Background: an optimization exercise with open tools, aiming at small area. Do not read the settings as production practice.
Function was checked by simulation only, so behaviour that the tests miss may differ from the original.
Power and IR drop assume default switching activity.

--- design/flow/flow/run.sh ---
#!/bin/bash
# The standard layout (standard.sh, unchanged synthesis), except that:
#  * clock-tree synthesis builds small sink clusters (to keep flip-flop clock
#    slew low) and inserts no dummy loads;
#  * the port buffers (one per input and output port, as in the standard flow)
#    are buf_1 cells instead of delay cells.
set -euo pipefail
export CTS_ARGS="-sink_clustering_enable -repair_clock_nets -dont_use_dummy_load -sink_clustering_size 25 -sink_clustering_max_diameter 90"
export BUFFER_PORTS_ARGS="-buffer_cell sky130_fd_sc_hd__buf_1"
bash standard.sh > standard_flow.log 2>&1
--- design/flow/standard.sh ---
#!/bin/bash
# synth_recipe.tcl (not shown) runs the flow's synth.tcl, then flattens the netlist and writes it again
# the make line also repeats each setting of config.mk as NAME=value (left out here)
make -C /OpenROAD-flow-scripts/flow DESIGN_CONFIG=/design/flow/config.mk WORK_HOME=/design/flow/orfs CLKGATE_MAP_FILE= SYNTH_SCRIPT=/design/flow/synth_recipe.tcl "${@:-finish}"
--- design/flow/config.mk ---
export PLATFORM = sky130hd
export DESIGN_NAME = axi_pcie_rq_tag_mgr
export DESIGN_NICKNAME = axi_pcie_rq_tag_mgr
export VERILOG_FILES = /design/flow/design.v
export SDC_FILE = /design/flow/constraint.sdc
export NUM_CORES = 4
export LEC_CHECK = 0
export CAP_MARGIN = 20
export CORE_MARGIN = 2
export CORE_UTILIZATION = 40
export SLEW_MARGIN = 20
--- design/flow/constraint.sdc ---
create_clock -name core_clock -period 10.0 [get_ports {clk_i}]
set_input_delay 2.0000 -clock core_clock [delete_from_list [all_inputs] [get_ports {clk_i}]]
set_output_delay 2.0000 -clock core_clock [all_outputs]
set_load 0.01 [all_outputs]
--- design/flow/design.v ---
module axi_pcie_rq_tag_mgr #(
    parameter int unsigned TAG_WIDTH      = 8,
    parameter int unsigned TAGS           = 64,
    parameter int unsigned TIMEOUT_CYCLES = 65536
) (
    input  logic                 clk_i,
    input  logic                 rst_ni,
    input  logic                 req_vld,
    input  logic [10:0]          req_len,
    output logic                 req_rdy,
    output logic [TAG_WIDTH-1:0] alloc_tag,
    input  logic                 cpl_vld,
    input  logic [TAG_WIDTH-1:0] cpl_tag,
    input  logic [10:0]          cpl_len,
    input  logic                 cpl_err,
    output logic                 cpl_unexp,
    output logic                 cpl_overrun,
    output logic [TAG_WIDTH:0]   free_cnt,
    output logic                 timeout_vld,
    output logic [TAG_WIDTH-1:0] timeout_tag
);
    typedef logic [5:0] idx_t;
    function automatic logic [63:0] dec64(idx_t v);
        dec64 = 64'd1 << v;
    endfunction
    logic [5:0]   fifo_q  [64];
    idx_t         head_q, tail_q;
    logic         tw_q;             
    logic         full_q;           
    logic         run_q;            
    logic [5:0]   diff;
    logic [1:0]   st_q    [64];     
    logic [10:0]  remn_q  [64];     
    logic [15:0]  stl_q   [64];
    logic [15:0]  ts_q;
    idx_t         scan_q;
    logic         unexp_q, overrun_q;
    logic         to_vld_q;
    idx_t         to_tag_q;
    logic        pop, push, wrap;
    idx_t        pop_idx, cpl_idx, push_tag, fifo_rd;
    logic        cpl_inr, cpl_hit, cpl_rel, cpl_over, cpl_bad, cpl_busy;
    logic [10:0] cpl_dw, cpl_rem, req_dw, remn_rd;
    logic [11:0] cpl_diff;
    logic [1:0]  scan_st;
    logic [15:0] scan_stl;
    logic        to_hit;
    logic [63:0] head_oh, pop_oh, cpl_oh, scan_oh, tail_oh;
    always_comb begin
        head_oh = dec64(head_q);
        cpl_idx = cpl_tag[5:0];
        cpl_oh  = dec64(cpl_idx);
        scan_oh = dec64(scan_q);
        tail_oh = dec64(tail_q);
        fifo_rd  = '0;
        remn_rd  = '0;
        cpl_busy = 1'b0;
        scan_st  = '0;
        scan_stl = '0;
        for (int i = 0; i < 64; i++) begin
            fifo_rd  = fifo_rd  | (fifo_q[i] & {6{head_oh[i]}});
            remn_rd  = remn_rd  | (remn_q[i] & {11{cpl_oh[i]}});
            cpl_busy = cpl_busy | ((st_q[i] != 2'd0) & cpl_oh[i]);
            scan_st  = scan_st  | (st_q[i] & {2{scan_oh[i]}});
            scan_stl = scan_stl | (stl_q[i] & {16{scan_oh[i]}});
        end
        pop     = req_vld && req_rdy;
        pop_idx = (tw_q || (head_q < tail_q)) ? fifo_rd : head_q;
        pop_oh  = dec64(pop_idx);
        cpl_dw  = {cpl_len[10] | (cpl_len == 11'd0), cpl_len[9:0]};
        req_dw  = {req_len[10] | (req_len == 11'd0), req_len[9:0]};
        cpl_rem = ~remn_rd;
        cpl_diff  = {1'b0, cpl_rem} - {1'b0, cpl_dw};
        cpl_inr   = cpl_vld && (cpl_tag[7:6] == 2'b00);
        cpl_hit   = cpl_inr && cpl_busy;
        cpl_bad   = cpl_vld && !cpl_hit;
        cpl_over  = cpl_hit && !cpl_err && cpl_diff[11];
        cpl_rel   = cpl_hit && (cpl_err || cpl_diff[11] || (cpl_diff[10:0] == 11'd0));
        wrap      = (ts_q == 16'hFFFF);
        to_hit    = !cpl_rel && scan_st[1] && (!scan_st[0] || (ts_q >= scan_stl));
        push      = cpl_rel || to_hit;
        push_tag  = cpl_rel ? cpl_idx : scan_q;
        diff      = tail_q - head_q;
    end
    always_ff @(posedge clk_i or negedge rst_ni) begin
        if (!rst_ni) begin
            head_q    <= '0;
            tail_q    <= '0;
            tw_q      <= 1'b0;
            full_q    <= 1'b1;
            run_q     <= 1'b0;
            unexp_q   <= 1'b0;
            overrun_q <= 1'b0;
            ts_q      <= '0;
            scan_q    <= '0;
            to_vld_q  <= 1'b0;
            to_tag_q  <= '0;
        end else begin
            if (pop) begin
                head_q <= head_q + 1'b1;
            end
            if (push) begin
                tail_q <= tail_q + 1'b1;
                if (tail_q == 6'd63) begin
                    tw_q <= 1'b1;
                end
            end
            if (push != pop) begin
                full_q <= push && (diff == 6'd63);
            end
            run_q     <= 1'b1;
            unexp_q   <= cpl_bad;
            overrun_q <= cpl_over;
            ts_q      <= ts_q + 1'b1;
            if (!cpl_rel) begin
                scan_q <= scan_q + 1'b1;
            end
            to_vld_q <= to_hit;
            if (to_hit) begin
                to_tag_q <= scan_q;
            end
        end
    end
    for (genvar i = 0; i < 64; i++) begin : g_tag
        logic pop_i, cw_i, rel_i;
        assign pop_i  = pop && pop_oh[i];
        assign cw_i   = cpl_inr && cpl_oh[i];
        assign rel_i  = (cpl_rel && cpl_oh[i]) || (to_hit && scan_oh[i]);
        always_ff @(posedge clk_i or negedge rst_ni) begin
            if (!rst_ni) begin
                st_q[i] <= 2'd0;
            end else if (pop_i) begin
                st_q[i] <= {wrap, 1'b1};
            end else if (rel_i) begin
                st_q[i] <= 2'b00;
            end else if (wrap) begin
                st_q[i] <= {st_q[i][1] | st_q[i][0], st_q[i][0] & ~st_q[i][1]};
            end
        end
        always_ff @(posedge clk_i) begin
            if (pop_i || cw_i) begin
                remn_q[i] <= ~(pop_i ? req_dw : cpl_diff[10:0]);
            end
            if (pop_i) begin
                stl_q[i] <= ts_q;
            end
            if (push && tail_oh[i]) begin
                fifo_q[i] <= push_tag;
            end
        end
    end
    assign req_rdy     = run_q && (full_q || (diff != 6'd0));
    assign alloc_tag   = {2'b00, pop_idx};
    assign free_cnt    = {2'b00, full_q, diff};
    assign cpl_unexp   = unexp_q;
    assign cpl_overrun = overrun_q;
    assign timeout_vld = to_vld_q;
    assign timeout_tag = {2'b00, to_tag_q};
endmodule
==> results of run 1 <==
area by class of cell:
type	count	area, µm²	share of cell area
Timing Repair Buffer	535	4120	0.0383
Sequential cell	2286	67800	0.631
Antenna cell	18	45.0	0.000419
Multi-Input combinational cell	4032	28100	0.262
Clock buffer	115	2880	0.0268
Inverter	118	443	0.00412
Tap cell	3202	4010	0.0373
worst register-to-register path, cell delays in order (launching register included):
cell,delay (ns)
dfrtp_1,0.85
inv_1,0.42
ha_1,0.47
nand2_1,0.29
nor2_2,0.10
a22o_1,0.25
a221oi_1,0.35
nand3_1,0.17
nor3_1,0.77
nand4_1,0.16
nor4_1,0.69
ha_1,0.38
a21oi_1,0.29
a211oi_1,0.13
o31ai_1,0.26
buf_4,0.20
o211ai_1,0.45
a22o_1,0.52
buf_12,0.19
nor3b_1,0.13
buf_4,0.16
nand2_1,0.19
buf_4,0.19
nor2_1,0.06
buf_4,0.21
worst paths after layout:
path	cells past startpoint	slack [ns]	startpoint	end
hold / removal	2	0.49	to_tag_q[4]	to_tag_q[4]
setup / recovery	23	0.40	cpl_tag[1]	fifo_q[49][4]
min in group asynchronous	1	1.11	rst_ni	ts_q[3]
max in group asynchronous	2	7.51	rst_ni	head_q[2]
hold reg to reg	2	0.49	to_tag_q[4]	to_tag_q[4]
setup reg to reg	24	1.91	scan_q[2]	fifo_q[49][4]
metal layers:
layer / wire length, µm / vias up / global-route usage / part of all wire
met2: 192000 / 6903 / 0.510 / 0.42
met4: 35300 / 24 / 0.220 / 0.077
met3: 66800 / 1523 / 0.108 / 0.15
met5: 161 / - / 0 / 0.00035
li1: - / 27600 / - / -
met1: 162000 / 37000 / 0.466 / 0.35
power by group through the flow:
stage | Combinational [mW] | Sequential, mW | Clock [mW]
after floorplan | 4.48 | 12.1 | 0
after global placement | 8.36 | 12.3 | 0
after detailed placement | 8.44 | 12.3 | 0
after CTS | 8.46 | 12.1 | 5.06
after global routing | 8.99 | 12.2 | 5.34
final | 8.83 | 12.1 | 5.09
layout by cell type, fill, tap and decap left out, types with 17 or more instances in the layout:
master and count:
a21o_1 50, a21oi_1 166, a221oi_1 109, a22o_1 171, a22oi_1 714, a32oi_1 26
and2_1 22, and3_1 39, and4_1 20, buf_1 46, buf_12 19, buf_4 454
clkbuf_16 115, dfrtp_1 151, dfrtp_2 19, diode_2 18, edfxtp_1 2112, ha_1 52
inv_1 106, mux2_2 17, mux2i_1 558, nand2_1 494, nand2b_1 34, nand3_1 172
nand3b_1 29, nand4_1 169, nor2_1 263, nor2_2 60, nor2_4 22, nor2b_1 20
nor3_1 87, nor3b_1 21, nor4_1 66, o21ai_0 216, o21ai_1 17, o22ai_1 27
o2bb2ai_1 37, xnor2_1 22
state kept, by name, indices dropped and copies added, names as in the netlist, 6 cells and up:
name,flops
tail_q,6
ts_q,16
scan_q,6
stl_q,1024
fifo_q,384
remn_q,704
st_q,128
to_tag_q,6
head_q,6
through the flow:
stage,instance area [µm²],worst slack (ns),total power [mW]
after detailed placement,104000,0.0769,20.8
after CTS,107000,0.953,25.6
after global routing,107000,0.544,26.5
final,107000,0.397,26.1
after global placement,104000,0.0560,20.7
after floorplan,98300,0.174,16.6
cell families after synthesis:
kind of cell | synth area share
muxes | 0.0595
adders and majority gates | 0.00715
DFF | 0.689
and+or+nand+nor | 0.0859
buffers and inverters | 0.0297
other | 0.0000764
xor gates and xnor gates | 0.00285
AOI/OAI and AO/OA | 0.125
==> qor.yml, run 1 <==
outcome:
  result_of_the_run: "timing/DRC/antenna clean"
clocking:
  worstSkewPairLatency_ns: 0.84
  post_cts_hold_buffer_count: 0
  tritoncts: "done"
  root_buffer: "clkbuf_16"
  numCtsBuffers: 115
  clock_path_buffers: 3
  post_cts.resized_instances: 0
  clock_sinks: 2286
  cts_max_level: 3
  postCtsSetupBuffers: 0
  path_clk_slew_ns: 0.10
sta:
  finClkSkew_ns: 0.104
  tightest_slew_ns: 1.36
  final_hold_viol_count: 0
  final-max-slew-violation-count: 0
  relSlewSlack: 0.0959
  post_route_hold_slack_ns: 0.489
  rsz0062_at_grt: "false"
  timing.final.setup_violations: 0
  fmax_ghz: 0.104
  timing.final.crit_period_ns: 9.60
  finalCritPeriodShare: 0.960
  fin_setup_tns_ns: 0
global_route:
  grt_overflow: 0
  groute.usage.overall: 0.354
  antenna_violations_before_repair: 33
  grt_pass1_vias: 66700
  largest_net_degree_at_the_start_of_global_routing: 158
  grt_pass1_wl_um: 602000
synthesis:
  asyncSetResetFlopFracSynth: 0.0761
  synth_top_area_cell: "edfxtp_1"
  yosys_register_bits: 2286
  synth-warning-count: 5
  synth_cell_type_count: 96
  yosysMostFrequentCell: "edfxtp_1"
  synth_flop_cell: "edfxtp_1"
  ys_top_cells_by_area: "edfxtp_1, mux2i_1, a22oi_1"
  postSynthAreaPerCell_um2: 14.0
  synth-seq-area-share: 0.689
  combined_area_of_all_synthesized_cells_um2: 98300
  synth_cells: 7003
  edff_count_synth: 2112
  synth.top_cell.area_share: 0.645
  top_post_synthesis_cells_by_count: "edfxtp_1, a22oi_1, mux2i_1"
final_layout:
  fillerInstances: 21700
  finish.cell_count_without_fillers: 10300
  num-nets-final: 7178
  final_layout_size_suffix_gt1_frac: 0.121
  synth_to_layout_area_growth_pct: 9.29
  post-route-util: 0.440
setup_path:
  crit_fanout: 17
  critPathLaunchType: "input pin"
  path_cells: "buf_1, nand2b_1, nor2_1, buf_4, a22oi_1, nand2_1, nor4_1, and4_1, ha_1, o2111a_1, or4b_2, and3_2, nor4_1, buf_4, a311o_1, a22o_1, buf_12, nor3b_1, buf_4, nand2_1, buf_4, nor2_1, buf_4"
  end_kind: "flop"
  crit_top_cell: "buf_4"
  critPathRequiredTime_ns: 10.57
  critical_path_class: "in2reg"
  cp_top_family: "simple AND/OR/NAND/NOR gates"
  cp_slowest_cell: "nor4_1"
  critical_path_buf_inv_count: 7
  worstPathArrival_ns: 10.17
  cp_slowest_stage_delay_ns: 0.88
pwr:
  leak_pwr_nw: 37.2
  power_frac_clock: 0.195
  power_frac_comb: 0.339
  intPower_mw: 16.1
  p_sw_frac: 0.383
  switching_pwr_mw: 9.98
  ir_worst_vdd_mv: 0.313
  power_per_cell_area_nw_per_um2: 243
  seqPwrFrac: 0.466
detailed_routing:
  drt_iter0_markers: 14600
  firstDrtPassIters: 7
  detailroute.via_count: 73000
  drc: 0
  wire_per_inst_um: 44.2
  drt-vias-per-instance: 7.08
  detail-route-antenna-nets: 0
  detail_route.wirelength_um: 455000
place:
  place.gp.congestion: 1.02
  port_buffers: 57
  dp.cells: 10200
  hpwlAfterDp_um: 287000
die:
  design.die.area_um2: 250000
  floorplan.rows: 181
  top_level_ports: 64
  initial_core_utilization: 0.403
  chipWidth_um: 500
  design.core.area_um2: 244000
  floorplan.die.height_um: 500
job:
  maxCapViolCount: 0
hold_path:
  min_path_type: "reg2reg"
==> run 2, diff against run 1 <==
==> design/flow/flow/run.sh (replaced) <==
#!/bin/bash
# The standard layout (standard.sh, unchanged synthesis), except that:
#  * clock-tree synthesis builds small sink clusters driven by clkbuf_8 cells
#    (root clkbuf_16), to keep flip-flop clock slew low, and inserts no dummy loads;
#  * the port buffers (one per input and output port, as in the standard flow)
#    are buf_1 cells instead of delay cells.
set -euo pipefail
export CTS_ARGS="-sink_clustering_enable -repair_clock_nets -dont_use_dummy_load -sink_clustering_size 16 -sink_clustering_max_diameter 70 -buf_list sky130_fd_sc_hd__clkbuf_8 -root_buf sky130_fd_sc_hd__clkbuf_16"
export BUFFER_PORTS_ARGS="-buffer_cell sky130_fd_sc_hd__buf_1"
bash standard.sh > standard_flow.log 2>&1
--- a/design/flow/config.mk
+++ b/design/flow/config.mk
@@ -8,4 +8,4 @@
 export CAP_MARGIN = 20
 export CORE_MARGIN = 2
-export CORE_UTILIZATION = 40
+export CORE_UTILIZATION = 50
 export SLEW_MARGIN = 20
==> qor.yml, run 2 <==
pwr:
  leak_pwr_nw: 36.9
  power_frac_clock: 0.181
  ir_worst_vdd_mv: 0.217
  seqPwrFrac: 0.477
  p_sw_frac: 0.394
  power_frac_comb: 0.342
  power_per_cell_area_nw_per_um2: 242
  switching_pwr_mw: 10.1
  intPower_mw: 15.5
detailed_routing:
  detail_route.wirelength_um: 462000
  wire_per_inst_um: 47.4
  drc: 0
  drt_iter0_markers: 15400
  detail-route-antenna-nets: 0
  drt-vias-per-instance: 7.57
  firstDrtPassIters: 7
  detailroute.via_count: 73800
die:
  chipWidth_um: 447
  design.die.area_um2: 200000
  top_level_ports: 64
  initial_core_utilization: 0.504
  floorplan.rows: 162
  floorplan.die.height_um: 447
  design.core.area_um2: 195000
synthesis:
  synth_flop_cell: "edfxtp_1"
  largest_family_of_logic_cells_by_synthesized_area: "compound AO/OA/AOI/OAI gates"
  synth_compound_gate_area_share: 0.125
  synth_cell_type_count: 96
  synth_top_area_cell: "edfxtp_1"
  yosysMostFrequentCell: "edfxtp_1"
  top_post_synthesis_cells_by_count: "edfxtp_1, a22oi_1, mux2i_1"
  synth_cells: 7003
  synth.mux.area_fraction: 0.0595
  ys_top_cells_by_area: "edfxtp_1, mux2i_1, a22oi_1"
  synth_adder_area_share: 0.00715
  combined_area_of_all_synthesized_cells_um2: 98300
  yosys_register_bits: 2286
  synth.top_cell.area_share: 0.645
  synth-seq-area-share: 0.689
  asyncSetResetFlopFracSynth: 0.0761
  synth-warning-count: 5
  postSynthAreaPerCell_um2: 14.0
  synth-xor-area-share: 0.00285
  post_synthesis_share_of_cell_area_spent_on_and_or_nand_and_nor_gates: 0.0859
  edff_count_synth: 2112
global_route:
  grt_overflow: 0
  grt_pass1_vias: 67200
  grt_pass1_wl_um: 609000
  antenna_violations_before_repair: 32
  groute.usage.overall: 0.455
  largest_net_degree_at_the_start_of_global_routing: 155
final_layout:
  largest_register: "stl_q"
  layout_top_registers: "stl_q: 1024 flops, remn_q: 704 flops, fifo_q: 384 flops"
  fillerInstances: 16300
  final_cell_mix: "edfxtp_1, a22oi_1, mux2i_1"
  num-nets-final: 7192
  synth_to_layout_area_growth_pct: 7.62
  final_layout_size_suffix_gt1_frac: 0.121
  layout_commonest_cell: "edfxtp_1"
  number_of_flip_flops_under_the_largest_register_name: 1024
sta:
  final_hold_viol_count: 0
  timing.final.setup_violations: 60
  tightest_slew_ns: 1.31
  rsz0062_at_grt: "false"
  finClkSkew_ns: 0.101
  finalCritPeriodShare: 1.01
  final-max-slew-violation-count: 0
  setup_ws_ns: -0.0921
  fin_setup_tns_ns: -2.39
  timing.final.crit_period_ns: 10.09
  relSlewSlack: 0.124
  fmax_ghz: 0.0991
setup_path:
  crit_top_cell: "buf_4"
  critical_path_buf_inv_count: 5
  critical_path_class: "in2reg"
  critPathLaunchType: "input pin"
  critPathRequiredTime_ns: 10.50
  worstPathArrival_ns: 10.59
  crit_fanout: 22
  cp_slowest_cell: "a311o_1"
  cp_top_family: "simple AND/OR/NAND/NOR gates"
  path_cells: "buf_1, or2_2, nor2_1, buf_4, a22oi_1, nand2_1, nor4_1, buf_4, and4_1, ha_1, o2111a_1, or4b_2, and3_2, nor4_1, a311o_1, a22o_1, buf_12, nor3b_1, buf_4, nand2_1, nor2_1"
  cp_slowest_stage_delay_ns: 0.97
  rrSetupSlack_ns: 1.72
  end_kind: "flop"
hold_path:
  min_path_type: "reg2reg"
place:
  worst_case_setup_slack_after_placement_ns: 0.254
  port_buffers: 57
  place.gp.congestion: 1.09
  hpwlAfterDp_um: 300000
outcome:
  result_of_the_run: "failed layout checks"
  so_faults: "negative setup slack"
job:
  maxCapViolCount: 0
clocking:
  path_clk_slew_ns: 0.10
  clock_path_buffers: 3
  numCtsBuffers: 171
  post_cts_hold_buffer_count: 0
  postCtsSetupBuffers: 0
  root_buffer: "clkbuf_16"
  worstSkewPairLatency_ns: 0.91
  cts_max_level: 4
  clock_sinks: 2286
  tritoncts: "done"
  post_cts.resized_instances: 0
run 2: kinds of logic (layout without fill, tap and decap cells):
| family | count (synthesis) | in the layout |
|---|---|---|
| buffers and inverters | 690 | 782 |
| DFF | 2286 | 2286 |
| other | 2 | 28 |
| muxes | 578 | 578 |
| xor gates and xnor gates | 32 | 32 |
| AOI/OAI and AO/OA | 1698 | 1698 |
| adders and majority gates | 55 | 55 |
| and+or+nand+nor | 1662 | 1662 |
run 2: cell type report:
cell class	instances	area [µm²]	share of cell area
sequential	2286	67800	0.641
inverter	118	443	0.00419
antenna	21	52.6	0.000497
clock buffer	171	2360	0.0224
timing repair buffer	493	3740	0.0354
multi-input combinational	4032	28100	0.266
tap	2624	3280	0.0310
run 2: through the flow:
stage          hold WS (ns)  power (mW)   util  cells  cell area (µm²)
2_1_floorplan         0.467        16.6      -   7008            98300
3_3_place_gp          0.469        20.6  0.529   9549           103000
3_5_place_dp          0.464        20.7  0.529   9550           103000
4_1_cts               0.494        25.1  0.541   9721           106000
5_1_grt               0.526        25.9  0.542   9729           106000
6_report              0.501        25.6  0.542   9745           106000
run 2: path summary, 6_finish.rpt:
| check | cells after the start | start | to |
|---|---|---|---|
| max | 21 | cpl_tag[0] | fifo_q[50][5] |
| min | 2 | to_tag_q[5] | to_tag_q[5] |
| max reg2reg | 21 | scan_q[0] | st_q[37][1] |
| min reg2reg | 2 | to_tag_q[5] | to_tag_q[5] |
| max in group asynchronous | 2 | rst_ni | st_q[44][0] |
| min in group asynchronous | 1 | rst_ni | ts_q[4] |
run 2: worst min-delay path: stages, from the launching register on:
cell     delay (ns)
dfrtp_1        0.36
nand2_1        0.06
nand2_1        0.06
run 2: power by group through the flow:
| stage | combinational [mW] | clock [mW] | sequential, mW |
|---|---|---|---|
| global placement | 8.21 | 0 | 12.4 |
| finish | 8.75 | 4.62 | 12.2 |
| floorplan | 4.48 | 0 | 12.1 |
| CTS | 8.32 | 4.57 | 12.2 |
| global route | 8.84 | 4.87 | 12.2 |
| detailed placement | 8.30 | 0 | 12.4 |
run 2: routing by layer:
metal / share of wire / GRT usage / vias to the layer above / routed length (µm)
li1: - / - / 27600 / -
met5: 0.00047 / 0.00269 / - / 217
met1: 0.35 / 0.597 / 37100 / 162000
met2: 0.41 / 0.645 / 7317 / 191000
met4: 0.085 / 0.301 / 26 / 39500
met3: 0.15 / 0.151 / 1759 / 69400
==> run 3, diff against run 2 <==
--- a/design/flow/design.v
+++ b/design/flow/design.v
@@ -46,7 +46,13 @@
     logic [15:0] scan_stl;
     logic        to_hit;
-    logic [63:0] head_oh, pop_oh, cpl_oh, scan_oh, tail_oh;
+    logic [63:0] pop_oh, cpl_oh, scan_oh, tail_oh;
+    logic [7:0]  head_lo, head_hi, cpl_lo, cpl_hi, scan_lo, scan_hi;
     always_comb begin
-        head_oh = dec64(head_q);
+        head_lo = 8'd1 << head_q[2:0];
+        head_hi = 8'd1 << head_q[5:3];
+        cpl_lo  = 8'd1 << cpl_tag[2:0];
+        cpl_hi  = 8'd1 << cpl_tag[5:3];
+        scan_lo = 8'd1 << scan_q[2:0];
+        scan_hi = 8'd1 << scan_q[5:3];
         cpl_idx = cpl_tag[5:0];
         cpl_oh  = dec64(cpl_idx);
@@ -58,10 +64,23 @@
         scan_st  = '0;
         scan_stl = '0;
-        for (int i = 0; i < 64; i++) begin
-            fifo_rd  = fifo_rd  | (fifo_q[i] & {6{head_oh[i]}});
-            remn_rd  = remn_rd  | (remn_q[i] & {11{cpl_oh[i]}});
-            cpl_busy = cpl_busy | ((st_q[i] != 2'd0) & cpl_oh[i]);
-            scan_st  = scan_st  | (st_q[i] & {2{scan_oh[i]}});
-            scan_stl = scan_stl | (stl_q[i] & {16{scan_oh[i]}});
+        for (int g = 0; g < 8; g++) begin
+            logic [5:0]  f;
+            logic [10:0] r;
+            logic        b;
+            logic [1:0]  ss;
+            logic [15:0] sl;
+            f = '0; r = '0; b = 1'b0; ss = '0; sl = '0;
+            for (int j = 0; j < 8; j++) begin
+                f  = f  | (fifo_q[8*g+j] & {6{head_lo[j]}});
+                r  = r  | (remn_q[8*g+j] & {11{cpl_lo[j]}});
+                b  = b  | ((st_q[8*g+j] != 2'd0) & cpl_lo[j]);
+                ss = ss | (st_q[8*g+j] & {2{scan_lo[j]}});
+                sl = sl | (stl_q[8*g+j] & {16{scan_lo[j]}});
+            end
+            fifo_rd  = fifo_rd  | (f  & {6{head_hi[g]}});
+            remn_rd  = remn_rd  | (r  & {11{cpl_hi[g]}});
+            cpl_busy = cpl_busy | (b  & cpl_hi[g]);
+            scan_st  = scan_st  | (ss & {2{scan_hi[g]}});
+            scan_stl = scan_stl | (sl & {16{scan_hi[g]}});
         end
         pop     = req_vld && req_rdy;
==> qor.yml, run 3 <==
die:
  floorplan.die.height_um: 447
  design.die.area_um2: 200000
  floorplan.rows: 162
  chipWidth_um: 447
  top_level_ports: 64
  initial_core_utilization: 0.503
  design.core.area_um2: 195000
detailed_routing:
  detailroute.via_count: 68500
  detail_route.wirelength_um: 345000
  firstDrtPassIters: 10
  drc: 0
  wire_per_inst_um: 36.0
  detail-route-antenna-nets: 0
  drt_iter0_markers: 13300
  drt-vias-per-instance: 7.15
clocking:
  numCtsBuffers: 169
  path_clk_slew_ns: 0.10
  clock_path_buffers: 3
  clock_sinks: 2286
  postCtsSetupBuffers: 0
  post_cts_hold_buffer_count: 0
  root_buffer: "clkbuf_16"
  cts_max_level: 4
  worstSkewPairLatency_ns: 0.86
  post_cts.resized_instances: 0
  tritoncts: "done"
hold_path:
  min_path_type: "reg2reg"
sta:
  post_route_hold_slack_ns: 0.450
  rsz0062_at_grt: "false"
  timing.final.crit_period_ns: 9.03
  tightest_slew_ns: 1.21
  final_hold_viol_count: 0
  finalCritPeriodShare: 0.903
  relSlewSlack: 0.181
  final-max-slew-violation-count: 0
  fmax_ghz: 0.111
  finClkSkew_ns: 0.0775
  fin_setup_tns_ns: 0
  timing.final.setup_violations: 0
final_layout:
  synth_to_layout_area_growth_pct: 6.21
  layout_commonest_cell: "edfxtp_1"
  layout_top_registers: "stl_q: 1024 flops, remn_q: 704 flops, fifo_q: 384 flops"
  number_of_flip_flops_under_the_largest_register_name: 1024
  final_cell_mix: "edfxtp_1, nor2_1, a21oi_1"
  final_area_um2: 104000
  final_layout_size_suffix_gt1_frac: 0.102
  largest_register: "stl_q"
  num-nets-final: 7035
global_route:
  grt_pass1_vias: 64900
  grt_pass1_wl_um: 487000
  antenna_violations_before_repair: 17
  groute.usage.overall: 0.340
  largest_net_degree_at_the_start_of_global_routing: 136
  grt_overflow: 0
setup_path:
  critical_path_buf_inv_count: 3
  critPathRequiredTime_ns: 10.44
  cp_slowest_stage_delay_ns: 0.88
  cp_top_family: "simple AND/OR/NAND/NOR gates"
  crit_fanout: 22
  critPathLaunchType: "input pin"
  cp_slowest_cell: "a31oi_1"
  worstPathArrival_ns: 9.47
  critical_path_class: "in2reg"
  end_kind: "flop"
  path_cells: "buf_1, nand2_1, nor2_4, buf_4, a22oi_1, a31oi_1, nor4_1, and3_1, ha_1, and2_1, a21boi_0, a31oi_1, xnor2_2, o41ai_4, buf_4, a21oi_1, or4b_1, nor2_1"
synthesis:
  synth_cell_type_count: 91
  top_post_synthesis_cells_by_count: "edfxtp_1, nor2_1, a21oi_1"
  ys_top_cells_by_area: "edfxtp_1, dfrtp_1, a222oi_1"
  synth-seq-area-share: 0.691
  combined_area_of_all_synthesized_cells_um2: 98100
  yosys_register_bits: 2286
  synth_cells: 7114
  postSynthAreaPerCell_um2: 13.8
  synth.top_cell.area_share: 0.646
  yosysMostFrequentCell: "edfxtp_1"
  synth-warning-count: 5
  synth_flop_cell: "edfxtp_1"
  asyncSetResetFlopFracSynth: 0.0761
  edff_count_synth: 2112
  synth_top_area_cell: "edfxtp_1"
place:
  dpl-instance-area_um2: 102000
  port_buffers: 57
  hpwlAfterDp_um: 209000
  place.gp.congestion: 0.948
pwr:
  ir_worst_vdd_mv: 0.294
  power_per_cell_area_nw_per_um2: 256
  leak_pwr_nw: 34.9
outcome:
  result_of_the_run: "timing/DRC/antenna clean"
job:
  maxCapViolCount: 0
==> run 3: cell count changes after synthesis, sizes merged, moves of 83 or more <==
cell and delta:
a31oi +110, nand3 -110, a22o -83, a22oi -438, a21oi +320, a222oi +368
buf +91, mux2i -273, nor2 +151, nand2 -98
==> run 3: metal layers <==
metal	wire length, µm	up-vias	track usage
met2	155000	5033	0.515
met3	40400	924	0.0720
li1	-	28000	-
met1	131000	34500	0.471
met4	18400	8	0.157
met5	80	-	0
==> run 3: layout make-up <==
| cell class | count | area, µm² |
|---|---|---|
| Tap cell | 2624 | 3280 |
| Timing Repair Buffer | 371 | 2920 |
| Inverter | 128 | 526 |
| Sequential cell | 2286 | 67800 |
| Fill cell | 16200 | 90800 |
| Clock buffer | 169 | 2340 |
| Antenna cell | 17 | 42.5 |
| Multi-Input combinational cell | 3989 | 27300 |
==> run 3: through the flow <==
stage	instances	util	setup WS (ns)	total power, mW
4_1_cts	9566	0.534	1.20	26.5
3_3_place_gp	9395	0.522	0.393	22.0
6_report	9584	0.534	0.971	26.7
3_5_place_dp	9397	0.522	0.325	22.2
2_1_floorplan	7119	-	0.113	18.2
5_1_grt	9574	0.534	0.928	27.6
==> run 3: path summary, 6_finish.rpt <==
| check | start | end | slack, ns | cells after the start |
|---|---|---|---|---|
| max | cpl_tag[2] | fifo_q[16][0] | 0.97 | 18 |
| min | ts_q[0] | ts_q[0] | 0.45 | 1 |
| max reg2reg | scan_q[2] | fifo_q[16][0] | 1.85 | 16 |
| min reg2reg | ts_q[0] | ts_q[0] | 0.45 | 1 |
| max in group asynchronous | rst_ni | overrun_q | 7.32 | 2 |
| min in group asynchronous | rst_ni | tail_q[1] | 1.25 | 1 |
==> run 3: worst register-to-register path, delay by kind of cell (launching register included) <==
family                     cells  cell delay, ns
DFF                            1            0.94
buffers and inverters          2            0.90
adders and majority gates      2            0.79
AOI/OAI and AO/OA              7            2.63
and+or+nand+nor                5            2.48
==> run 3: where the power goes <==
part           total, mW  leakage [nW]  switching, mW  internal, mW
clock network       4.48          1.22           2.95          1.52
registers           12.0          21.1          0.423          11.6
logic               10.2          12.6           7.14          3.08
==> run 3: cells by family (layout without fill, tap and decap cells) <==
family | Yosys count | after routing | share of synthesized area
muxes | 314 | 314 | 0.0324
AOI/OAI and AO/OA | 2235 | 2235 | 0.166
buffers and inverters | 844 | 668 | 0.0369
xor gates and xnor gates | 40 | 40 | 0.00357
other | 2 | 24 | 0.0000765
and+or+nand+nor | 1338 | 1338 | 0.0628
adders and majority gates | 55 | 55 | 0.00717
DFF | 2286 | 2286 | 0.691
==> run 4, diff against run 3 <==
--- a/design/flow/design.v
+++ b/design/flow/design.v
@@ -24,4 +24,23 @@
         dec64 = 64'd1 << v;
     endfunction
+    function automatic logic [1:0] cmp11(logic [10:0] a, logic [10:0] b);
+        logic [15:0] g, e;
+        for (int k = 0; k < 16; k++) begin
+            if (k < 11) begin
+                g[k] = a[k] & ~b[k];
+                e[k] = ~(g[k] | (~a[k] & b[k]));
+            end else begin
+                g[k] = 1'b0;
+                e[k] = 1'b1;
+            end
+        end
+        for (int w = 1; w < 16; w = w * 2) begin
+            for (int k = 0; k + w < 16; k = k + 2 * w) begin
+                g[k] = g[k + w] | (e[k + w] & g[k]);
+                e[k] = e[k + w] & e[k];
+            end
+        end
+        cmp11 = {g[0], e[0]};
+    endfunction
     logic [5:0]   fifo_q  [64];
     idx_t         head_q, tail_q;
@@ -43,4 +62,5 @@
     logic [10:0] cpl_dw, cpl_rem, req_dw, remn_rd;
     logic [11:0] cpl_diff;
+    logic [1:0]  cpl_cmp;           
     logic [1:0]  scan_st;
     logic [15:0] scan_stl;
@@ -94,6 +114,7 @@
         cpl_hit   = cpl_inr && cpl_busy;
         cpl_bad   = cpl_vld && !cpl_hit;
-        cpl_over  = cpl_hit && !cpl_err && cpl_diff[11];
-        cpl_rel   = cpl_hit && (cpl_err || cpl_diff[11] || (cpl_diff[10:0] == 11'd0));
+        cpl_cmp   = cmp11(cpl_dw, cpl_rem);
+        cpl_over  = cpl_hit && !cpl_err && cpl_cmp[1];
+        cpl_rel   = cpl_hit && (cpl_err || cpl_cmp[1] || cpl_cmp[0]);
         wrap      = (ts_q == 16'hFFFF);
         to_hit    = !cpl_rel && scan_st[1] && (!scan_st[0] || (ts_q >= scan_stl));
--- a/design/flow/config.mk
+++ b/design/flow/config.mk
@@ -9,3 +9,4 @@
 export CORE_MARGIN = 2
 export CORE_UTILIZATION = 50
+export SETUP_SLACK_MARGIN = 0.2
 export SLEW_MARGIN = 20
==> qor.yml, run 4 <==
outcome:
  result_of_the_run: "timing/DRC/antenna clean"
synthesis:
  postSynthAreaPerCell_um2: 14.8
  post_synthesis_share_of_cell_area_spent_on_and_or_nand_and_nor_gates: 0.0510
  asyncSetResetFlopFracSynth: 0.0761
  top_post_synthesis_cells_by_count: "edfxtp_1, mux2i_1, clkbuf_1"
  synth-seq-area-share: 0.691
  synth_adder_area_share: 0.00896
  synth-warning-count: 5
  synth_flop_cell: "edfxtp_1"
  synth-xor-area-share: 0.00322
  synth_cell_type_count: 88
  yosys_register_bits: 2286
  ys_top_cells_by_area: "edfxtp_1, mux2i_1, dfrtp_1"
  combined_area_of_all_synthesized_cells_um2: 98100
  edff_count_synth: 2112
  synth_top_area_cell: "edfxtp_1"
  yosysMostFrequentCell: "edfxtp_1"
  synth_compound_gate_area_share: 0.144
  synth.top_cell.area_share: 0.647
  synth_cells: 6607
  synth.mux.area_fraction: 0.0673
  largest_family_of_logic_cells_by_synthesized_area: "compound AO/OA/AOI/OAI gates"
place:
  worst_case_setup_slack_after_placement_ns: 1.45
  hpwlAfterDp_um: 193000
  place.gp.congestion: 0.932
  port_buffers: 57
  dp.cells: 8931
setup_path:
  r2r-end: "fifo_q[40][0]"
  critPathRequiredTime_ns: 10.41
  critPathLaunchType: "flop"
  critical_path_class: "reg2reg"
  reg_to_reg_critical_path_startpoint: "scan_q[0]"
  worstRegToRegCells: 16
  worstPathArrival_ns: 8.68
  crit_fanout: 39
  rrSetupSlack_ns: 1.73
  end_kind: "flop"
clocking:
  cts_max_level: 4
  tritoncts: "done"
  clock_sinks: 2286
  worstSkewPairLatency_ns: 0.84
  numCtsBuffers: 170
  path_clk_slew_ns: 0.10
  post_cts.resized_instances: 0
  clock_path_buffers: 3
  post_cts_hold_buffer_count: 0
  root_buffer: "clkbuf_16"
  postCtsSetupBuffers: 0
sta:
  finalCritPeriodShare: 0.827
  setup_ws_ns: 1.73
  post_route_hold_slack_ns: 0.446
  fmax_ghz: 0.121
  final-max-slew-violation-count: 0
  timing.final.setup_violations: 0
  tightest_slew_ns: 1.24
  timing.final.crit_period_ns: 8.27
  final_hold_viol_count: 0
  finClkSkew_ns: 0.0992
  relSlewSlack: 0.170
  fin_setup_tns_ns: 0
  rsz0062_at_grt: "false"
final_layout:
  layout_commonest_cell: "edfxtp_1"
  final_cell_mix: "edfxtp_1, mux2i_1, a22oi_1"
  largest_register: "stl_q"
  number_of_flip_flops_under_the_largest_register_name: 1024
  final_layout_size_suffix_gt1_frac: 0.111
  post-route-util: 0.533
  layout_top_registers: "stl_q: 1024 flops, remn_q: 704 flops, fifo_q: 384 flops"
  num-nets-final: 6586
  synth_to_layout_area_growth_pct: 5.98
  finish.cell_count_without_fillers: 9112
pwr:
  leak_pwr_nw: 34.7
  power_per_cell_area_nw_per_um2: 251
  power_frac_clock: 0.171
  intPower_mw: 16.0
  p_sw_frac: 0.386
  switching_pwr_mw: 10.1
  power_frac_comb: 0.371
  ir_worst_vdd_mv: 0.226
  seqPwrFrac: 0.458
die:
  initial_core_utilization: 0.503
  chipWidth_um: 447
  design.die.area_um2: 200000
  floorplan.rows: 162
  design.core.area_um2: 195000
  floorplan.die.height_um: 447
  top_level_ports: 64
global_route:
  groute.usage.overall: 0.319
  grt_pass1_wl_um: 460000
  grt_pass1_vias: 61600
  antenna_violations_before_repair: 12
  grt_overflow: 0
  largest_net_degree_at_the_start_of_global_routing: 103
detailed_routing:
  detailroute.via_count: 64000
  drt_iter0_markers: 11100
  drc: 0
  wire_per_inst_um: 35.6
  drt-vias-per-instance: 7.03
  firstDrtPassIters: 10
  detail-route-antenna-nets: 0
  detail_route.wirelength_um: 324000
hold_path:
  hold_depth: 1
  hold_path_end: "ts_q[0]"
  min_path_type: "reg2reg"
  min-delay-start: "ts_q[0]"
job:
  maxCapViolCount: 0
## run 4: per-stage QoR
stage	power (mW)	instance area (µm²)
detailed placement	21.7	101000
global placement	21.6	101000
floorplan	18.0	98100
finish	26.1	104000
CTS	26.0	104000
global route	27.0	104000
## run 4: kinds of logic (layout without fill, tap and decap cells)
group                    Yosys count  count (layout)
flip-flops                      2286            2286
XOR/XNOR                          36              36
other                              2              15
AO/OA/AOI/OAI                   1835            1835
buffers and inverters            762             630
multiplexers                     656             656
adder cells (fa/ha/maj)           69              69
AND/OR/NAND/NOR                  961             961
## run 4: layer usage
metal / track usage / vias up / share of wire
met3: 0.0614 / 705 / 0.10
met5: 0 / - / 0.00016
li1: - / 26400 / -
met2: 0.492 / 4005 / 0.46
met1: 0.441 / 32900 / 0.39
met4: 0.146 / 8 / 0.050
## run 4: final cells by class
| cell class | count | area, µm² |
|---|---|---|
| Antenna cell | 8 | 20.0 |
| Fill cell | 16100 | 91100 |
| Multi-Input combinational cell | 3564 | 27400 |
| Tap cell | 2624 | 3280 |
| Sequential cell | 2286 | 67800 |
| Inverter | 116 | 443 |
| Clock buffer | 170 | 2350 |
| Timing Repair Buffer | 344 | 2620 |
## run 4: how the worst max path moves through the flow
stage	startpoint	to	slack, ns	cells past startpoint
after global placement	cpl_tag[1]	st_q[47][0]	1.46	19
final	scan_q[0]	fifo_q[40][0]	1.73	16
after CTS	scan_q[0]	fifo_q[40][3]	2.04	16
after global routing	scan_q[0]	fifo_q[40][3]	1.82	16
after floorplan	cpl_tag[0]	fifo_q[0][0]	1.04	20
after detailed placement	cpl_tag[0]	st_q[45][0]	1.45	19
## run 4: power groups by stage
| stage | Clock, mW | Combinational (mW) | Sequential [mW] |
|---|---|---|---|
| after CTS | 4.53 | 9.57 | 11.9 |
| final | 4.47 | 9.68 | 12.0 |
| after detailed placement | 0 | 9.54 | 12.2 |
| after floorplan | 0 | 5.97 | 12.0 |
| after global placement | 0 | 9.42 | 12.1 |
| after global routing | 4.82 | 10.2 | 12.0 |
## run 4: worst max-delay path, cell delays in order (launching register included)
cell and delay [ns]:
dfrtp_1 0.66, inv_1 0.34, ha_4 0.46, and2_1 0.44
buf_4 0.32, a222oi_1 0.36, a21oi_1 0.16, nor4_1 0.58
o221ai_1 0.68, a21oi_1 0.74, ha_1 0.26, nand4_1 0.09
o21ai_0 0.61, o21ai_1 0.28, nand2_1 0.44, nand3_1 0.66
nor2_1 0.70
==> run 5, diff against run 4 <==
--- a/design/flow/config.mk
+++ b/design/flow/config.mk
@@ -9,4 +9,3 @@
 export CORE_MARGIN = 2
 export CORE_UTILIZATION = 50
-export SETUP_SLACK_MARGIN = 0.2
 export SLEW_MARGIN = 20
==> qor.yml, run 5 <==
die:
  initial_core_utilization: 0.503
  design.core.area_um2: 195000
  chipWidth_um: 447
  floorplan.rows: 162
  design.die.area_um2: 200000
  floorplan.die.height_um: 447
  top_level_ports: 64
clocking:
  cts_max_level: 4
  post_cts.resized_instances: 0
  tritoncts: "done"
  postCtsSetupBuffers: 0
  root_buffer: "clkbuf_16"
  worstSkewPairLatency_ns: 0.84
  post_cts_hold_buffer_count: 0
  clock_path_buffers: 3
  clock_sinks: 2286
  numCtsBuffers: 170
  path_clk_slew_ns: 0.10
detailed_routing:
  wl_met1_um: 127000
  amount_of_wire_on_met2_after_detailed_routing_um: 148000
  detailroute.wirelength.met3_um: 32800
  top_layer_used: "met5"
  wire_per_inst_um: 35.6
  detail-route-antenna-nets: 0
  detail_route.wirelength_um: 324000
  drt-vias-per-instance: 7.03
  firstDrtPassIters: 10
  drt_iter0_markers: 11100
  drc: 0
  detailroute.via_count: 64000
synthesis:
  yosysMostFrequentCell: "edfxtp_1"
  postSynthAreaPerCell_um2: 14.8
  asyncSetResetFlopFracSynth: 0.0761
  yosys_register_bits: 2286
  synth_cells: 6607
  edff_count_synth: 2112
  synth_cell_type_count: 88
  synth-seq-area-share: 0.691
  synth_top_area_cell: "edfxtp_1"
  ys_top_cells_by_area: "edfxtp_1, mux2i_1, dfrtp_1"
  synth_flop_cell: "edfxtp_1"
  top_post_synthesis_cells_by_count: "edfxtp_1, mux2i_1, clkbuf_1"
  synth-warning-count: 5
  synth.top_cell.area_share: 0.647
  combined_area_of_all_synthesized_cells_um2: 98100
place:
  place.gp.congestion: 0.932
  worst_case_setup_slack_after_placement_ns: 1.45
  hpwlAfterDp_um: 193000
  dpl-instance-area_um2: 101000
  port_buffers: 57
  dp.cells: 8931
final_layout:
  final_layout_size_suffix_gt1_frac: 0.111
  fillerInstances: 16100
  final_cell_mix: "edfxtp_1, mux2i_1, a22oi_1"
  post-route-util: 0.533
  layout_top_registers: "stl_q: 1024 flops, remn_q: 704 flops, fifo_q: 384 flops"
  number_of_flip_flops_under_the_largest_register_name: 1024
  largest_register: "stl_q"
  num-nets-final: 6586
  finish.cell_count_without_fillers: 9112
  final_area_um2: 104000
  synth_to_layout_area_growth_pct: 5.98
  layout_commonest_cell: "edfxtp_1"
sta:
  finalCritPeriodShare: 0.827
  relSlewSlack: 0.170
  setup_ws_ns: 1.73
  fin_setup_tns_ns: 0
  final-max-slew-violation-count: 0
  fmax_ghz: 0.121
  timing.final.crit_period_ns: 8.27
  rsz0062_at_grt: "false"
  tightest_slew_ns: 1.24
  timing.final.setup_violations: 0
  final_hold_viol_count: 0
  finClkSkew_ns: 0.0992
setup_path:
  crit_top_cell: "a21oi_1"
  cp_slowest_cell: "a21oi_1"
  path_cells: "inv_1, ha_4, and2_1, buf_4, a222oi_1, a21oi_1, nor4_1, o221ai_1, a21oi_1, ha_1, nand4_1, o21ai_0, o21ai_1, nand2_1, nand3_1, nor2_1"
  crit_fanout: 39
  worstPathArrival_ns: 8.68
  cp_slowest_stage_delay_ns: 0.74
  critical_path_class: "reg2reg"
  critPathLaunchType: "flop"
  critPathRequiredTime_ns: 10.41
  end_kind: "flop"
global_route:
  largest_net_degree_at_the_start_of_global_routing: 103
  grt_pass1_wl_um: 460000
  groute.usage.overall: 0.319
  antenna_violations_before_repair: 12
  grt_overflow: 0
  grt_pass1_vias: 61600
hold_path:
  min_path_type: "reg2reg"
pwr:
  ir_worst_vdd_mv: 0.226
  power_per_cell_area_nw_per_um2: 251
  leak_pwr_nw: 34.7
outcome:
  result_of_the_run: "timing/DRC/antenna clean"
job:
  maxCapViolCount: 0
==> run 5: area by class of cell <==
cell class	instances	area [µm²]	area share
Multi-Input combinational cell	3564	27400	0.264
Inverter	116	443	0.00426
Sequential cell	2286	67800	0.652
Timing Repair Buffer	344	2620	0.0252
Tap cell	2624	3280	0.0316
Clock buffer	170	2350	0.0226
Antenna cell	8	20.0	0.000193
==> run 5: final timing paths <==
check / start / endpoint / slack, ns / depth (start not counted)
setup / recovery: scan_q[0] / fifo_q[40][0] / 1.73 / 16
hold reg to reg: ts_q[0] / ts_q[0] / 0.45 / 1
max in group asynchronous: rst_ni / overrun_q / 7.11 / 3
hold / removal: ts_q[0] / ts_q[0] / 0.45 / 1
setup reg to reg: scan_q[0] / fifo_q[40][0] / 1.73 / 16
min in group asynchronous: rst_ni / st_q[57][1] / 1.22 / 1
==> run 5: layer usage <==
metal | GRT usage | up-vias
li1 | - | 26400
met1 | 0.441 | 32900
met2 | 0.492 | 4005
met3 | 0.0614 | 705
met4 | 0.146 | 8
met5 | 0 | -
==> run 5: where the power goes <==
group | internal, mW | switching (mW) | leakage [nW]
clock | 1.53 | 2.94 | 1.23
sequential | 11.6 | 0.399 | 20.8
combinational | 2.95 | 6.73 | 12.6
total | 16.0 | 10.1 | 34.7
==> run 5: stage by stage <==
step,hold WS [ns],power (mW)
final,0.446,26.1
after global routing,0.466,27.0
after CTS,0.443,26.0
after detailed placement,0.429,21.7
after global placement,0.424,21.6
after floorplan,0.470,18.0
==> run 5: worst max-delay path, delay by kind of cell, from the launching register on <==
family,cells,cell delay [ns]
buffers and inverters,2,0.66
flip-flops,1,0.66
AO/OA/AOI/OAI,6,2.83
AND/OR/NAND/NOR,6,2.91
adder cells (fa/ha/maj),2,0.72
==> run 5: kinds of logic (layout without fill, tap and decap cells) <==
kind of cell	count (synthesis)	count (layout)	share of synthesized area
compound gates	1835	1835	0.144
flops	2286	2286	0.691
xor+xnor	36	36	0.00322
buf+inv	762	630	0.0339
mux	656	656	0.0673
other cells	2	15	0.0000766
fa+ha+maj	69	69	0.00896
simple gates	961	961	0.0510
==> run 6, diff against run 5 <==
--- a/design/flow/config.mk
+++ b/design/flow/config.mk
@@ -8,4 +8,5 @@
 export CAP_MARGIN = 20
 export CORE_MARGIN = 2
-export CORE_UTILIZATION = 50
+export CORE_UTILIZATION = 55
+export SETUP_SLACK_MARGIN = 0.2
 export SLEW_MARGIN = 20
==> qor.yml, run 6 <==
outcome:
  result_of_the_run: "timing/DRC/antenna clean"
synthesis:
  top_post_synthesis_cells_by_count: "edfxtp_1, mux2i_1, clkbuf_1"
  synth_cell_type_count: 88
  synth_flop_cell: "edfxtp_1"
  combined_area_of_all_synthesized_cells_um2: 98100
  synth_cells: 6607
  asyncSetResetFlopFracSynth: 0.0761
  ys_top_cells_by_area: "edfxtp_1, mux2i_1, dfrtp_1"
  synth-seq-area-share: 0.691
  edff_count_synth: 2112
  synth-warning-count: 5
  postSynthAreaPerCell_um2: 14.8
  yosysMostFrequentCell: "edfxtp_1"
  yosys_register_bits: 2286
  synth.top_cell.area_share: 0.647
  synth_top_area_cell: "edfxtp_1"
final_layout:
  fillerInstances: 13700
  layout_commonest_cell: "edfxtp_1"
  num-nets-final: 6588
  number_of_flip_flops_under_the_largest_register_name: 1024
  final_layout_size_suffix_gt1_frac: 0.113
  final_area_um2: 104000
  post-route-util: 0.587
  largest_register: "stl_q"
  layout_top_registers: "stl_q: 1024 flops, remn_q: 704 flops, fifo_q: 384 flops"
  final_cell_mix: "edfxtp_1, mux2i_1, a22oi_1"
  synth_to_layout_area_growth_pct: 5.73
detailed_routing:
  drc: 0
  detailroute.via_count: 64400
  detail-route-antenna-nets: 0
  detailroute.wirelength.met3_um: 34300
  top_layer_used: "met5"
  wire_per_inst_um: 37.0
  drt_iter0_markers: 11300
  amount_of_wire_on_met2_after_detailed_routing_um: 149000
  firstDrtPassIters: 10
  drt-vias-per-instance: 7.30
  wl_met1_um: 127000
  detail_route.wirelength_um: 327000
place:
  dpl-instance-area_um2: 101000
  place.gp.congestion: 0.931
  port_buffers: 57
  hpwlAfterDp_um: 199000
pwr:
  ir_worst_vdd_mv: 0.311
  leak_pwr_nw: 34.7
  seqPwrFrac: 0.459
  power_frac_clock: 0.170
  power_frac_comb: 0.371
  switching_pwr_mw: 10.1
  p_sw_frac: 0.385
  intPower_mw: 16.1
  power_per_cell_area_nw_per_um2: 252
  finalPower_mw: 26.1
clocking:
  worstSkewPairLatency_ns: 0.84
  post_cts.resized_instances: 0
  tritoncts: "done"
  post_cts_hold_buffer_count: 0
  root_buffer: "clkbuf_16"
  numCtsBuffers: 168
  clock_path_buffers: 3
  postCtsSetupBuffers: 0
  clock_sinks: 2286
  path_clk_slew_ns: 0.10
  cts_max_level: 4
sta:
  timing.final.setup_violations: 0
  fmax_ghz: 0.118
  finClkSkew_ns: 0.0874
  final_hold_viol_count: 0
  rsz0062_at_grt: "false"
  relSlewSlack: 0.192
  final-max-slew-violation-count: 0
  fin_setup_tns_ns: 0
  post_route_hold_slack_ns: 0.442
  tightest_slew_ns: 1.21
  finalCritPeriodShare: 0.846
  timing.final.crit_period_ns: 8.46
setup_path:
  worstPathArrival_ns: 8.94
  critPathRequiredTime_ns: 10.49
  critPathLaunchType: "flop"
  startpoint: "scan_q[0]"
  crit_fanout: 32
  crit_top_cell: "o21ai_0"
  rrSetupSlack_ns: 1.54
  cp_slowest_cell: "a2111oi_0"
  path_cells: "inv_1, ha_4, and2_2, buf_4, a222oi_1, a21oi_1, or4_1, nor4_1, ha_1, o21ai_0, o21ai_0, a2111oi_0, o21ai_0, o21ai_1, nand2_1, buf_4, nand3_1, nor2_1"
  critical_path_class: "reg2reg"
  worstRegToRegCells: 18
  critPathCapture: "fifo_q[1][1]"
  reg_to_reg_critical_path_startpoint: "scan_q[0]"
  end_kind: "flop"
  r2r-end: "fifo_q[1][1]"
  cp_slowest_stage_delay_ns: 0.79
die:
  floorplan.die.height_um: 426
  initial_core_utilization: 0.555
  design.die.area_um2: 182000
  top_level_ports: 64
  design.core.area_um2: 177000
  chipWidth_um: 426
  floorplan.rows: 154
global_route:
  largest_net_degree_at_the_start_of_global_routing: 105
  grt_overflow: 0
  grt_pass1_wl_um: 464000
  grt_pass1_vias: 61800
  groute.usage.overall: 0.357
  antenna_violations_before_repair: 11
hold_path:
  hold_depth: 1
  min_path_type: "reg2reg"
job:
  maxCapViolCount: 0
==> run 6: final cells by class <==
cell class | instances | area, µm² | area share
flip-flops and latches | 2286 | 67800 | 0.654
multi-input cells | 3564 | 27500 | 0.265
well taps | 2340 | 2930 | 0.0282
repair buffers | 348 | 2710 | 0.0261
clock buffers | 168 | 2320 | 0.0224
inverters | 116 | 443 | 0.00427
diodes | 9 | 22.5 | 0.000217
==> run 6: kinds of logic after synthesis <==
group	after synthesis	share of synthesized area
xor gates and xnor gates	36	0.00322
adders and majority gates	69	0.00896
DFF	2286	0.691
and+or+nand+nor	961	0.0510
AOI/OAI and AO/OA	1835	0.144
buffers and inverters	762	0.0339
other	2	0.0000766
muxes	656	0.0673
==> run 6: through the flow <==
stage	std cells	setup slack [ns]
floorplan	6612	1.04
global placement	8648	1.11
global route	8824	1.47
finish	8831	1.54
detailed placement	8651	1.04
CTS	8819	1.79
==> run 6: worst max-delay path, delay by kind of cell, from the launching register on <==
| kind | cells | cell delay [ns] |
|---|---|---|
| compound gates | 7 | 2.50 |
| fa+ha+maj | 2 | 0.78 |
| buf+inv | 3 | 1.06 |
| flops | 1 | 0.71 |
| simple gates | 6 | 3.02 |
==> run 6: how the worst min path moves through the flow <==
stage | start | end | slack, ns
detailed placement | ts_q[0] | ts_q[0] | 0.43
floorplan | full_q | full_q | 0.47
global placement | ts_q[0] | ts_q[0] | 0.42
CTS | ts_q[0] | ts_q[0] | 0.44
global route | ts_q[0] | ts_q[0] | 0.45
finish | ts_q[0] | ts_q[0] | 0.44
==> run 6: layer usage <==
layer / up-vias / GRT usage
met5: - / 0
met4: 8 / 0.145
li1: 26400 / -
met1: 33100 / 0.507
met3: 713 / 0.0612
met2: 4235 / 0.551
==> run 6: power groups by stage <==
stage               registers [mW]  clock network (mW)  logic [mW]
global route                  12.0                4.80        10.2
detailed placement            12.2                   0        9.51
global placement              12.2                   0        9.40
floorplan                     12.0                   0        5.97
CTS                           12.0                4.49        9.54
finish                        12.0                4.45        9.70

[what the ideal ports hide]
In the flow no input, the clock included, has a driving cell. The finished layouts below were timed again as built, in two steps.
Step 1 sets driving cells, clkbuf_16 on the clock port and buf_2 on the other inputs (assumed; they add their load-dependent delay and slew).
Step 2 adds t to the input delays and takes it off the output delays; t is the mean of the earliest and latest rising clock arrival at the registers after step 1. Input paths then give back, and output paths get back, about the clock's delay inside the block.
a / b / c = no drivers / after step 1 / after step 2; a / b = the first two.
run	t (ns)	slack for setup (ns)	worst data-port slew with drivers (ns)	cell pins on the clock port's net
run 1	0.889	0.397 / 0.388 / -0.501	0.18	1
run 2	0.954	-0.092 / -0.099 / -1.054	0.19	1
run 3	0.911	0.971 / 1.033 / 0.122	0.12	1
run 4	0.879	1.731 / 1.731 / 1.119	0.12	1
run 5	0.879	1.731 / 1.731 / 1.119	0.12	1
run 6	0.878	1.544 / 1.544 / 0.883	0.12	1
With both steps, setup timing fails in run 1, where it was met with ideal ports. The setup slack of run 2, which loses most, moves by -0.007 ns with the drivers and by -0.962 ns with both steps.
